What follows belongs to an exercise in optimizing a design on an open flow for a short achievable clock period and few clock cycles; a production flow would make more cautious choices.
The RTL was checked by simulation tests, not by an equivalence proof against the original design.
Power figures rest on the tool's default switching activity, not on a simulated workload.

### flow/design.v
package corePkg;
  localparam int archBits = 32;
  localparam int regIdxBits = 5;
  localparam int opcodeBits = 7;
  localparam int mulNumStages = 4;
  localparam logic [archBits-1:0] pcReset = 32'h00001000;
  localparam logic [archBits-1:0] nopInstruction = 32'hffffffff;
  localparam logic [opcodeBits-1:0] opAdd = 7'h00;
  localparam logic [opcodeBits-1:0] opSub = 7'h01;
  localparam logic [opcodeBits-1:0] opMul = 7'h02;
  localparam logic [opcodeBits-1:0] opMov = 7'h14;
  localparam logic [opcodeBits-1:0] opMovi = 7'h15;
  localparam logic [opcodeBits-1:0] opBeq = 7'h30;
  localparam logic [opcodeBits-1:0] opJump = 7'h31;
  localparam logic [opcodeBits-1:0] opNop = 7'h7f;
  typedef union packed {
    struct packed {
      logic [opcodeBits-1:0] opcode;
      logic [regIdxBits-1:0] dst;
      logic [regIdxBits-1:0] src1;
      logic [regIdxBits-1:0] src2;
      logic [9:0] unused;
    } rView;
    struct packed {
      logic [opcodeBits-1:0] opcode;
      logic [regIdxBits-1:0] dst;
      logic [regIdxBits-1:0] src1;
      logic [14:0] imm;
    } iView;
    struct packed {
      logic [opcodeBits-1:0] opcode;
      logic [regIdxBits-1:0] offsetHi;
      logic [regIdxBits-1:0] src1;
      logic [regIdxBits-1:0] src2;
      logic [9:0] offsetLo;
    } bView;
  } instWord_t;
  typedef struct packed {
    logic valid;
    logic [regIdxBits-1:0] regIdx;
    logic [archBits-1:0] data;
  } regWrite_t;
  typedef struct packed {
    logic [opcodeBits-1:0] opcode;
    logic [regIdxBits-1:0] dst;
    logic [archBits-1:0] pc;
    logic [archBits-1:0] opA;
    logic [archBits-1:0] opB;
    logic srcEq;
  } execOp_t;
  typedef struct packed {
    logic valid;
    logic [regIdxBits-1:0] dst;
  } mulSlot_t;
endpackage
module fetchStage (
  input  logic                         clk,
  input  logic                         rst,
  input  logic                         stall,
  input  logic                         takeBranch,
  input  logic [corePkg::archBits-1:0] branchTarget,
  input  corePkg::instWord_t           instData,
  output logic [corePkg::archBits-1:0] instAddr,
  output corePkg::instWord_t           decInst,
  output logic [corePkg::archBits-1:0] decPc
);
  logic [corePkg::archBits-1:0] pc;
  logic [corePkg::archBits-1:0] pcNext;
  always_comb
  begin
    if (takeBranch)
    begin
      pcNext = branchTarget;
    end
    else if (stall)
    begin
      pcNext = pc;
    end
    else
    begin
      pcNext = pc + 32'd4;
    end
  end
  always_ff @(posedge clk)
  begin
    if (rst)
    begin
      pc <= corePkg::pcReset;
      decInst <= corePkg::nopInstruction;
    end
    else
    begin
      pc <= pcNext;
      if (takeBranch)
      begin
        decInst <= corePkg::nopInstruction;
      end
      else if (!stall)
      begin
        decInst <= instData;
      end
    end
  end
  always_ff @(posedge clk)
  begin
    if (!stall || takeBranch)
    begin
      decPc <= pc;
    end
  end
  assign instAddr = pc;
endmodule
module decodeStage (
  input  logic                           clk,
  input  logic                           rst,
  input  corePkg::instWord_t             decInst,
  input  logic [corePkg::archBits-1:0]   decPc,
  input  logic                           stall,
  input  logic                           takeBranch,
  input  logic [corePkg::archBits-1:0]   rdData1,
  input  logic [corePkg::archBits-1:0]   rdData2,
  input  logic                           bypass1,
  input  logic                           bypass2,
  input  logic [corePkg::archBits-1:0]   bypassData,
  output logic [corePkg::regIdxBits-1:0] rdIdx1,
  output logic [corePkg::regIdxBits-1:0] rdIdx2,
  output logic [1:0]                     srcUse,
  output corePkg::mulSlot_t              decDst,
  output corePkg::execOp_t               execOp,
  output corePkg::execOp_t               mulOp
);
  logic [corePkg::opcodeBits-1:0] opcode;
  logic isRType;
  logic isMul;
  logic kill;
  logic [corePkg::archBits-1:0] data1;
  logic [corePkg::archBits-1:0] data2;
  logic [corePkg::archBits-1:0] immSext;
  logic [corePkg::archBits-1:0] immZext;
  logic [corePkg::archBits-1:0] offsetSext;
  corePkg::execOp_t nextOp;
  assign opcode = decInst.rView.opcode;
  assign rdIdx1 = decInst.rView.src1;
  assign rdIdx2 = decInst.rView.src2;
  assign isMul = (opcode == corePkg::opMul);
  assign isRType = (opcode == corePkg::opAdd) || (opcode == corePkg::opSub) || isMul;
  assign srcUse[0] = isRType || (opcode == corePkg::opMov) ||
                     (opcode == corePkg::opBeq) || (opcode == corePkg::opJump);
  assign srcUse[1] = isRType || (opcode == corePkg::opBeq);
  assign decDst.valid = isRType || (opcode == corePkg::opMov) || (opcode == corePkg::opMovi);
  assign decDst.dst = decInst.rView.dst;
  assign data1 = bypass1 ? bypassData : rdData1;
  assign data2 = bypass2 ? bypassData : rdData2;
  assign immSext = {{(corePkg::archBits-15){decInst.iView.imm[14]}}, decInst.iView.imm};
  assign immZext = {{(corePkg::archBits-15){1'b0}}, decInst.iView.imm};
  assign offsetSext = {{(corePkg::archBits-15){decInst.bView.offsetHi[4]}},
                       decInst.bView.offsetHi, decInst.bView.offsetLo};
  always_comb
  begin
    nextOp.opcode = opcode;
    nextOp.dst = decInst.iView.dst;
    nextOp.pc = decPc;
    nextOp.opA = data1;
    nextOp.opB = data2;
    nextOp.srcEq = (data1 == data2);
    case (opcode)
      corePkg::opMov:
      begin
        nextOp.opB = '0;
      end
      corePkg::opMovi:
      begin
        nextOp.opA = immZext;
        nextOp.opB = '0;
      end
      corePkg::opBeq:
      begin
        nextOp.opA = decPc;
        nextOp.opB = offsetSext;
      end
      corePkg::opJump:
      begin
        nextOp.opB = immSext;
      end
      default:
      begin
        nextOp.opB = data2;
      end
    endcase
  end
  assign kill = stall || takeBranch;
  always_ff @(posedge clk)
  begin
    execOp <= nextOp;
    mulOp <= nextOp;
    if (rst)
    begin
      execOp.opcode <= corePkg::opNop;
      mulOp.opcode <= corePkg::opNop;
    end
    else
    begin
      execOp.opcode <= (kill || isMul) ? corePkg::opNop : opcode;
      mulOp.opcode <= (!kill && isMul) ? corePkg::opMul : corePkg::opNop;
    end
  end
endmodule
module registerFile (
  input  logic                           clk,
  input  logic [corePkg::regIdxBits-1:0] rdIdx1,
  input  logic [corePkg::regIdxBits-1:0] rdIdx2,
  input  corePkg::regWrite_t             aluWrite,
  input  corePkg::regWrite_t             multWrite,
  output logic [corePkg::archBits-1:0]   rdData1,
  output logic [corePkg::archBits-1:0]   rdData2
);
  logic [corePkg::archBits-1:0] regs [2**corePkg::regIdxBits];
  always_comb
  begin
    rdData1 = regs[rdIdx1];
    if (multWrite.valid && (multWrite.regIdx == rdIdx1))
    begin
      rdData1 = multWrite.data;
    end
    if (aluWrite.valid && (aluWrite.regIdx == rdIdx1))
    begin
      rdData1 = aluWrite.data;
    end
  end
  always_comb
  begin
    rdData2 = regs[rdIdx2];
    if (multWrite.valid && (multWrite.regIdx == rdIdx2))
    begin
      rdData2 = multWrite.data;
    end
    if (aluWrite.valid && (aluWrite.regIdx == rdIdx2))
    begin
      rdData2 = aluWrite.data;
    end
  end
  always_ff @(posedge clk)
  begin
    if (multWrite.valid)
    begin
      regs[multWrite.regIdx] <= multWrite.data;
    end
    if (aluWrite.valid)
    begin
      regs[aluWrite.regIdx] <= aluWrite.data;
    end
  end
endmodule
module hazardUnit (
  input  logic [corePkg::regIdxBits-1:0]                 rdIdx1,
  input  logic [corePkg::regIdxBits-1:0]                 rdIdx2,
  input  logic [1:0]                                     srcUse,
  input  corePkg::mulSlot_t                              decDst,
  input  corePkg::regWrite_t                             aluWrite,
  input  logic [corePkg::mulNumStages*(corePkg::regIdxBits+1)-1:0] mulSlots,
  output logic                                           bypass1,
  output logic                                           bypass2,
  output logic [corePkg::archBits-1:0]                   bypassData,
  output logic                                           stall
);
  localparam int slotBits = corePkg::regIdxBits + 1;
  logic [corePkg::mulNumStages*slotBits-1:0] slotVec;
  assign slotVec = mulSlots;
  always_comb
  begin
    stall = 1'b0;
    for (int i = 0; i < corePkg::mulNumStages; i++)
    begin
      if (slotVec[i*slotBits + corePkg::regIdxBits])
      begin
        stall = stall || (srcUse[0] && (slotVec[i*slotBits +: corePkg::regIdxBits] == rdIdx1));
        stall = stall || (srcUse[1] && (slotVec[i*slotBits +: corePkg::regIdxBits] == rdIdx2));
        stall = stall || (decDst.valid && (decDst.dst == slotVec[i*slotBits +: corePkg::regIdxBits]));
      end
    end
  end
  assign bypass1 = srcUse[0] && aluWrite.valid && (aluWrite.regIdx == rdIdx1);
  assign bypass2 = srcUse[1] && aluWrite.valid && (aluWrite.regIdx == rdIdx2);
  assign bypassData = aluWrite.data;
endmodule
module aluStage (
  input  corePkg::execOp_t             execOp,
  output corePkg::regWrite_t           aluWrite,
  output logic                         takeBranch,
  output logic [corePkg::archBits-1:0] branchTarget
);
  logic [corePkg::archBits-1:0] sum;
  logic [corePkg::archBits-1:0] result;
  logic writesReg;
  assign sum = execOp.opA + execOp.opB;
  always_comb
  begin
    case (execOp.opcode)
      corePkg::opSub:
      begin
        result = execOp.opA - execOp.opB;
      end
      corePkg::opMov, corePkg::opMovi:
      begin
        result = execOp.opA;
      end
      default:
      begin
        result = sum;
      end
    endcase
  end
  assign writesReg = (execOp.opcode == corePkg::opAdd) ||
                     (execOp.opcode == corePkg::opSub) ||
                     (execOp.opcode == corePkg::opMov) ||
                     (execOp.opcode == corePkg::opMovi);
  assign aluWrite.valid = writesReg;
  assign aluWrite.regIdx = execOp.dst;
  assign aluWrite.data = result;
  assign takeBranch = (execOp.opcode == corePkg::opJump) ||
                      ((execOp.opcode == corePkg::opBeq) && execOp.srcEq);
  assign branchTarget = sum;
endmodule
module multiplier (
  input  logic                                          clk,
  input  logic                                          rst,
  input  corePkg::execOp_t                              mulOp,
  output corePkg::regWrite_t                            multWrite,
  output logic [corePkg::mulNumStages*(corePkg::regIdxBits+1)-1:0] mulSlots
);
  corePkg::mulSlot_t entrySlot;
  localparam int slotBits = corePkg::regIdxBits + 1;
  logic [(corePkg::mulNumStages-1)*slotBits-1:0] pipeSlot;
  corePkg::mulSlot_t doneSlot;
  logic [corePkg::archBits+15:0] partLo;
  logic [corePkg::archBits+15:0] partHi;
  logic [2*corePkg::archBits-1:0] product;
  logic [2*corePkg::archBits-1:0] productHold;
  logic [corePkg::archBits-1:0] resultLo;
  assign entrySlot.valid = (mulOp.opcode == corePkg::opMul);
  assign entrySlot.dst = mulOp.dst;
  always_ff @(posedge clk)
  begin
    if (rst)
    begin
      pipeSlot <= '0;
      doneSlot <= '0;
    end
    else
    begin
      pipeSlot <= {pipeSlot[(corePkg::mulNumStages-2)*slotBits-1:0], entrySlot};
      doneSlot <= pipeSlot[(corePkg::mulNumStages-1)*slotBits-1 -: slotBits];
    end
  end
  always_ff @(posedge clk)
  begin
    partLo <= mulOp.opA * mulOp.opB[15:0];
    partHi <= mulOp.opA * mulOp.opB[31:16];
    product <= {16'b0, partLo} + {partHi, 16'b0};
    productHold <= product;
    resultLo <= productHold[corePkg::archBits-1:0];
  end
  assign mulSlots = {pipeSlot, entrySlot};
  assign multWrite.valid = doneSlot.valid;
  assign multWrite.regIdx = doneSlot.dst;
  assign multWrite.data = resultLo;
endmodule
module coreTop (
  input  logic        clk,
  input  logic        rst,
  input  logic [31:0] instData,
  output logic [31:0] instAddr,
  output logic        aluWriteValid,
  output logic [4:0]  aluWriteIdx,
  output logic [31:0] aluWriteData,
  output logic        multWriteValid,
  output logic [4:0]  multWriteIdx,
  output logic [31:0] multWriteData
);
  corePkg::instWord_t instWord;
  corePkg::regWrite_t aluWrite;
  corePkg::regWrite_t multWrite;
  assign instWord = instData;
  assign aluWriteValid = aluWrite.valid;
  assign aluWriteIdx = aluWrite.regIdx;
  assign aluWriteData = aluWrite.data;
  assign multWriteValid = multWrite.valid;
  assign multWriteIdx = multWrite.regIdx;
  assign multWriteData = multWrite.data;
  corePkg::instWord_t decInst;
  logic [corePkg::archBits-1:0] decPc;
  corePkg::execOp_t execOp;
  corePkg::execOp_t mulOp;
  logic [corePkg::regIdxBits-1:0] rdIdx1;
  logic [corePkg::regIdxBits-1:0] rdIdx2;
  logic [corePkg::archBits-1:0] rdData1;
  logic [corePkg::archBits-1:0] rdData2;
  logic [1:0] srcUse;
  corePkg::mulSlot_t decDst;
  logic [corePkg::mulNumStages*(corePkg::regIdxBits+1)-1:0] mulSlots;
  logic stall;
  logic bypass1;
  logic bypass2;
  logic [corePkg::archBits-1:0] bypassData;
  logic takeBranch;
  logic [corePkg::archBits-1:0] branchTarget;
  fetchStage fetch_i (.clk, .rst, .stall, .takeBranch, .branchTarget, .instData(instWord),
                      .instAddr, .decInst, .decPc);
  decodeStage decode_i (.clk, .rst, .decInst, .decPc, .stall, .takeBranch,
                        .rdData1, .rdData2, .bypass1, .bypass2, .bypassData,
                        .rdIdx1, .rdIdx2, .srcUse, .decDst, .execOp, .mulOp);
  registerFile regFile_i (.clk, .rdIdx1, .rdIdx2, .aluWrite, .multWrite, .rdData1, .rdData2);
  hazardUnit hazard_i (.rdIdx1, .rdIdx2, .srcUse, .decDst, .aluWrite, .mulSlots,
                       .bypass1, .bypass2, .bypassData, .stall);
  aluStage alu_i (.execOp, .aluWrite, .takeBranch, .branchTarget);
  multiplier mult_i (.clk, .rst, .mulOp, .multWrite, .mulSlots);
endmodule
### flow/run.sh
#!/bin/bash
# synth_recipe.tcl (not shown) runs the flow's synth.tcl, then flattens the netlist and writes it again
# the make line also repeats each setting of config.mk as NAME=value (left out here)
make -C /OpenROAD-flow-scripts/flow DESIGN_CONFIG=/design/flow/config.mk WORK_HOME=/design/flow/orfs CLKGATE_MAP_FILE= SYNTH_SCRIPT=/design/flow/synth_recipe.tcl finish
### flow/config.mk
export PLATFORM = sky130hd
export DESIGN_NAME = coreTop
export DESIGN_NICKNAME = coreTop
export VERILOG_FILES = /design/flow/design.v
export SDC_FILE = /design/flow/constraint.sdc
export NUM_CORES = 4
export LEC_CHECK = 0
export CAP_MARGIN = 20
export CORE_MARGIN = 2
export CORE_UTILIZATION = 40
export SLEW_MARGIN = 20
### flow/constraint.sdc
create_clock -name core_clock -period 8.0 [get_ports {clk}]
set_input_delay 1.6000 -clock core_clock [delete_from_list [all_inputs] [get_ports {clk}]]
set_output_delay 1.6000 -clock core_clock [all_outputs]
set_load 0.01 [all_outputs]
==> flow_metrics.tcl <==
set metrics [dict create \
    critPathMaxFanout 14 \
    status "timing/DRC/antenna clean" \
    grt_overflow 0 \
    first_iter_violations 12418 \
    core_area_sq_um 230000 \
    ys_seq_elements 1376 \
    postLayoutCellArea_sq_um 102000 \
    synth_ff_type "edfxtp_1" \
    antenna_found_initial 19 \
    holdPathStages 0 \
    drive_above_1_share 0.137 \
    placed_cell_area_sq_um 97300 \
    crit_required_ps 6400 \
    path_class "reg -> out" \
    synth_top_area_frac 0.342 \
    route.final.wire_length_um 379000 \
    path_clk_slew_ps 60 \
    yosys_warnings 6 \
    synthArstFlopShare 0 \
    final_hold_viol_count 0 \
    numCtsBuffers 153 \
    fmax_mhz 129 \
    port_buffers 141 \
    ys_types 102 \
    wl_per_cell_um 32.3 \
    power_frac_comb 0.602 \
    pwr-share-clk 0.170 \
    fp.dieH_um 485 \
    cts_tree "built" \
    setup_viol 0 \
    first_global_vias 72399 \
    layout.nets 9215 \
    htreeDepth 4 \
    syn-mean-instance-area_sq_um 10.4 \
    area_delta_synth_final_pct 10.4 \
    yosys.area.top_type "edfxtp_1" \
    finClkSkew_ps 45.7 \
    netlist_top_cells_area "edfxtp_1, mux4_2, fa_1" \
    worstMarginPinSlew_ps 1270 \
    worstPathArrival_ps 6140 \
    die-area_sq_um 236000 \
    seq_power_share 0.228 \
    report.final.slew_viol_count 0 \
    worstRegToRegCells 24 \
    vias_per_cell 6.36 \
    root_buffer "clkbuf_16" \
    post-place-ws_ps 456 \
    dp_hpwl_um 247000 \
    relSlewSlack 0.144 \
    place_congestion 0.949 \
    grt_usage 0.318 \
    rsz0062_at_grt "no" \
    clockBufferDepth 3 \
    die_w_um 485 \
    ys_seq_area_frac 0.411 \
    p_int_mw 23.2 \
    synth_edf_count 1056 \
    leakagePower_nw 40.4 \
    initial_core_util 0.403 \
    worst_skew_pair.late_latency_ps 850 \
    setup_tns_ps 0 \
    rows 176 \
    cap_violations 0 \
    hp-class "reg -> reg" \
    ir_drop_v 0.00240 \
    clkSinkCount 1376 \
    powerDensity_nw_per_um2 410 \
    dr.pass1.iters 7 \
    p_sw_mw 18.7 \
    syn_area_sq_um 92700 \
    grt_max_degree 66 \
    fin_ws_ps 261 \
    synthCells 8878 \
    grt_pass1_wl_um 537000 \
    ant_nets 0 \
    layout_min_cycle_time_ps 7740 \
    ioPinCount 142 \
    vias 74738 \
    fin_crit_sh 0.967 \
    drc_errors 0 \
    syn-num-nets 9491 \
    crit_path_end_kind "primary output" \
    swShare 0.447 \
    startpoint_type "flop" \
]
-- layout make-up --
class / instances / area [sq um]
fill: 21320 / 128000
sequential: 1376 / 38200
multi-input combinational: 6071 / 49500
timing repair buffer: 440 / 3890
antenna: 7 / 17.5
clock buffer: 197 / 4120
clock inverter: 77 / 734
inverter: 560 / 2100
tap: 3026 / 3790
-- stage by stage --
| step | hold slack, ps | power (mW) | util | instances |
|---|---|---|---|---|
| 2_1_floorplan | 310 | 27.2 | - | 8878 |
| 3_3_place_gp | 311 | 34.2 | 0.422 | 11468 |
| 3_5_place_dp | 312 | 34.6 | 0.423 | 11472 |
| 4_1_cts | 322 | 41.9 | 0.444 | 11746 |
| 5_1_grt | 329 | 45.3 | 0.444 | 11747 |
| 6_report | 317 | 41.9 | 0.444 | 11754 |
-- placed cells by master, fill, tap and decap left out, drive strengths merged, types with 97 or more instances in the layout --
cell	instances
a21oi	233
a22oi	130
and2	204
buf	300
clkbuf	197
clkdlybuf4s50	140
dfxtp	320
edfxtp	1056
fa	387
ha	192
inv	566
mux2i	228
mux4	495
nand2	1617
nor2	260
o21ai	1227
xnor2	153
xor2	97
-- power by group through the flow --
stage	Sequential [mW]	Combinational, mW	Clock, mW
detailed placement	9.73	24.9	0
finish	9.58	25.2	7.11
CTS	9.58	25.2	7.12
global placement	9.72	24.5	0
global route	9.62	28.3	7.38
floorplan	9.51	17.6	0
-- metal layers --
| layer | part of all wire | track usage | vias to the layer above |
|---|---|---|---|
| met5 | 0.00061 | 0 | - |
| met4 | 0.072 | 0.188 | 24 |
| met3 | 0.14 | 0.0958 | 1334 |
| met2 | 0.44 | 0.478 | 5620 |
| met1 | 0.36 | 0.404 | 36891 |
| li1 | - | - | 30869 |
-- kinds of logic (layout without fill, tap and decap cells) --
| logic type | after synthesis | in the layout | share of synthesized area |
|---|---|---|---|
| AOI/OAI and AO/OA | 2006 | 2006 | 0.127 |
| xor gates and xnor gates | 250 | 250 | 0.0236 |
| adders and majority gates | 579 | 579 | 0.110 |
| buffers and inverters | 1431 | 1274 | 0.0642 |
| DFF | 1376 | 1376 | 0.411 |
| muxes | 741 | 741 | 0.147 |
| other | 0 | 7 | 0 |
| and+or+nand+nor | 2495 | 2495 | 0.117 |
-- worst max-delay path, cell delays in order, from the launching register on --
cell,delay [ps]
dfxtp_1,770
inv_1,180
ha_1,490
or2_2,380
or3_1,440
nor3_2,170
nand4b_1,250
a31o_2,380
a2111oi_4,540
or2_2,220
a21oi_1,80
a311oi_2,410
and3_1,420
inv_1,70
clkdlybuf4s50_1,490
-- synth_stat cells (201+ instances only) --
cell type  count
mux4_2       491
and2_1       201
dfxtp_1      320
mux2i_1      228
o21ai_0     1217
inv_1        552
a21oi_1      233
edfxtp_1    1056
nand2_1     1617
fa_1         387
nor2_1       257
clkbuf_1     627
-- state kept, by name (all words and copies together), names as in the netlist, named ones only --
register	count
fetch_i.pc	32
mult_i.resultLo	32
mult_i.partLo	32
mult_i.partHi	16
fetch_i.decPc	32
decode_i.mulOp	71
regFile_i.regs	1024
mult_i.doneSlot	6
fetch_i.decInst	32
mult_i.productHold	32
mult_i.product	32
mult_i.pipeSlot	18
decode_i.execOp	7
-- timing repair --
item                                    CTS  global route
gates resized for setup                   1             2
pin swaps                                 0             0
setup buffers                             0             0
hold buffers                              0             0
endpoints found under the setup margin    2             3
-- final timing paths --
kind                               from                       endpoint  slack [ps]
min           mult_i.product[3]$_DFF_P_  mult_i.productHold[3]$_DFF_P_         320
max          decode_i.mulOp[20]$_DFF_P_               aluWriteData[31]         260
max reg2reg  decode_i.mulOp[38]$_DFF_P_      mult_i.partLo[31]$_DFF_P_         600
min reg2reg   mult_i.product[3]$_DFF_P_  mult_i.productHold[3]$_DFF_P_         320
Testbench counts, summed over its fixed seeds: cycles 19,040.

## static timing again, ports no longer ideal
The results above use ideal ports. As a check the final layout listed here was re-extracted and re-timed, cells and wires unchanged.
Step 1, drivers: a clkbuf_16 drives clk and a buf_2 each remaining input, both assumed.
Step 2 also shifts input and output timing later by t, the mid clock arrival at the registers, as if the neighbouring blocks saw the same clock.
Slacks: ideal ports / drivers / drivers and shift; pairs: ideal ports / drivers.
t, ns: 0.904
setup WS [ns]: 0.261 / 0.182 / 0.598
worst data-port slew with drivers (ns): 0.07
After both steps setup and hold are still met in this run. For this run, drivers alone change the setup slack by -0.079 ns; drivers and shift together by +0.337 ns.
